From an optimization exercise on the open Yosys and OpenROAD flow, aimed at small area, a short achievable clock period and few clock cycles per item; shortcuts taken in it are not production practice.
The RTL was checked by simulation tests, not by an equivalence proof against the original design.

## job 101
==> flow/design.v (excerpt) <==
module cosine_vector_similarity #(
  parameter int unsigned MAX_DIM = 4096
) (
  input  logic               clk_i,
  input  logic               rst_ni,
  input  logic               in_valid_i,
  output logic               in_ready_o,
  input  logic signed [15:0] a_elem_i,
  input  logic signed [15:0] b_elem_i,
  input  logic               last_pair_i,
  output logic               out_valid_o,
  input  logic               out_ready_i,
  output logic signed [31:0] similarity_o,
  output logic               zero_norm_o
);
==> flow/config.mk <==
export PLATFORM = sky130hd
export DESIGN_NAME = cosine_vector_similarity
export DESIGN_NICKNAME = cosine_vector_similarity
export VERILOG_FILES = /design/flow/design.v
export SDC_FILE = /design/flow/constraint.sdc
export NUM_CORES = 4
export LEC_CHECK = 0
export CAP_MARGIN = 20
export CORE_MARGIN = 2
export CORE_UTILIZATION = 40
export SLEW_MARGIN = 20
==> flow/constraint.sdc <==
create_clock -name core_clock -period 14.0 [get_ports {clk_i}]
set_input_delay 2.8000 -clock core_clock [delete_from_list [all_inputs] [get_ports {clk_i}]]
set_output_delay 2.8000 -clock core_clock [all_outputs]
set_load 0.01 [all_outputs]
standard.sh (not shown) runs the stock make flow with config.mk's settings and CLKGATE_MAP_FILE= SYNTH_SCRIPT=/design/flow/synth_recipe.tcl, a recipe that flattens the netlist after the stock synthesis.
==> flow/flow/run.sh <==
#!/bin/bash
set -euo pipefail
export SETUP_SLACK_MARGIN=8.5
bash standard.sh > standard.log 2>&1
Testbench counts of job 101, summed over its fixed seeds: cycles 25,134, items 640.
Input changes introduced in job 102 (baseline for comparison: job 101):
Settings: CORE_UTILIZATION now 55, was 40.
Wire length of the first global-routing pass improves in job 102 relative to job 101. Lower final cell count goes to job 102 over job 101. Taking job 101 as the reference, in job 102 number of logic stages on the critical path including buffering decreased by 4 relative to the old numbers, H-tree level count closely matched the old numbers.
Here is what was changed in the inputs of job 103 compared with job 102.
Settings: a change of CORE_UTILIZATION from 55 to 40.
==> flow/run.sh (new file) <==
#!/bin/bash
# synth_recipe.tcl (not shown) runs the flow's synth.tcl, then flattens the netlist and writes it again
# the make line also repeats each setting of config.mk as NAME=value (left out here)
make -C /OpenROAD-flow-scripts/flow DESIGN_CONFIG=/design/flow/config.mk WORK_HOME=/design/flow/orfs CLKGATE_MAP_FILE= SYNTH_SCRIPT=/design/flow/synth_recipe.tcl finish
removed: flow/flow/run.sh
removed: flow/standard.sh
--- outcome ---
- Job 103 ends up with a non-clock buffer count that is 18% lower than in job 102.
- Cell area: job 103 vs job 102, no meaningful difference
- Pin count of the biggest net entering global routing (job 103 vs. job 102) increases by more than a quarter
- Cell with the largest stage delay on the worst path: nor2_1 -> job 103, a211oi_1 -> job 102
- Measured against each other, job 103 and job 102 differ in number of detailed-routing iterations run before antenna repair, the lower figure coming from job 102.
- Job 103 reports a higher fraction of the cycle the final worst path needs than job 102 does.
- Die size: job 103 exceeds job 102


cosine_vector_similarity, a different RTL version from the one above (not shown whole).
Size: about 8200 cells after synthesis, roughly 970 flip-flops, about 78000 sq um of cells after synthesis.
clock: 14.0 ns
lec_check: 0
cap_margin: 20
core_margin: 2
core_utilization: 55
cts_cluster_diameter: 100
cts_cluster_size: 20
slew_margin: 20
==> flow/flow/run.sh <==
#!/bin/bash
set -euo pipefail
export SETUP_SLACK_MARGIN=8.5
bash standard.sh > standard.log 2>&1
The baseline completed with no timing, DRC or antenna violations.
Testbench counts at the start, summed over its fixed seeds: cycles 23,100, items 640.
Then changed:
==> flow/flow/run.sh (replaced) <==
#!/bin/bash
set -euo pipefail
export SETUP_SLACK_MARGIN=8.8
bash standard.sh > standard.log 2>&1
--- a/flow/config.mk
+++ b/flow/config.mk
@@ -11,2 +10,0 @@
-export CTS_CLUSTER_DIAMETER = 100
-export CTS_CLUSTER_SIZE = 20
=> The changed run ran to the end with no violations. Wire length climbs by 2.6%. Final cell count climbs by 2.7%. Synthesized cell count does not change. Worst setup slack is better by 0.15 ns. Via count climbs by 2.4%. Clock skew climbs by 0.0095 ns.
Then changed:
==> flow/flow/run.sh (replaced) <==
#!/bin/bash
set -euo pipefail
export SETUP_SLACK_MARGIN=8.5
bash standard.sh > standard.log 2>&1
--- a/flow/config.mk
+++ b/flow/config.mk
@@ -10 +10 @@
-export CORE_UTILIZATION = 55
+export CORE_UTILIZATION = 68
Via count climbs by about 0.7%. Cell count drops by about 5%. Hold slack got worse by 0.0096 ns. First-iteration DRC count climbs by 7.6%.
Then changed:
--- a/flow/config.mk
+++ b/flow/config.mk
@@ -10 +10,3 @@
-export CORE_UTILIZATION = 68
+export CORE_UTILIZATION = 55
+export CTS_CLUSTER_DIAMETER = 80
+export CTS_CLUSTER_SIZE = 24
After rerunning: The changed run completed with no timing, DRC or antenna violations. Fmax came out higher by 0.90%. Wire length came out higher by 2.3%. Flip-flop and latch count stays the same. Clock-buffer cell count came out lower by 62. Worst setup slack is better by 0.048 ns.
Then changed:
--- a/flow/config.mk
+++ b/flow/config.mk
@@ -11,2 +10,0 @@
-export CTS_CLUSTER_DIAMETER = 80
-export CTS_CLUSTER_SIZE = 24
Result: Routed wire length goes up by 0.45%; hold slack loses 0.0063 ns; global-route usage rises by 0.18 points; via count grows by 0.61%; cell area rose by 1.3%; first-iteration DRC count grows by 7.5%; sequential share of layout area fell by 0.38 points; non-clock buffer count climbs by 2; setup slack is worse by 0.0093 ns; final cell count rises by 0.80%.

-- separate check: timing with driven ports --
How much do the figures lean on ideal ports? The routed layouts below were timed once more, with nothing changed but the port constraints. Step 1, drivers: a clkbuf_16 drives clk_i and a buf_2 each remaining input, both assumed. Step 2 times the ports against the registers' clock, not the clock port: input delays grow and output delays shrink by t, the midpoint of the rising clock arrivals with the driver on. Three values: no drivers, after step 1, after step 2; two values: the first two.
run	shift t [ns]	slack for setup (ns)	latest minus earliest clock arrival (ns)	worst slew at a driven data input, ns	cell pins on the clock port's net
job 101	0.831	8.586 / 8.586 / 7.990	0.048 / 0.049	0.06	1
job 102	0.795	8.558 / 8.558 / 8.056	0.030 / 0.030	0.09	1
job 103	0.831	7.880 / 7.880 / 7.637	0.048 / 0.047	0.05	1
the first run of note 2	0.773	8.683 / 8.683 / 7.993	0.029 / 0.028	0.04	1
the second run of note 2	0.801	8.834 / 8.866 / 8.079	0.039 / 0.039	0.05	1
the third run of note 2	0.780	8.631 / 8.631 / 8.113	0.044 / 0.044	0.15	1
the fourth run of note 2	0.756	8.679 / 8.679 / 8.012	0.039 / 0.038	0.04	1
the fifth run of note 2	0.793	8.670 / 8.670 / 7.990	0.044 / 0.044	0.04	1
After both steps setup and hold are still met in every run listed. The setup slack of the second run of note 2, which loses most, moves by +0.032 ns with the drivers and by -0.755 ns with both steps.
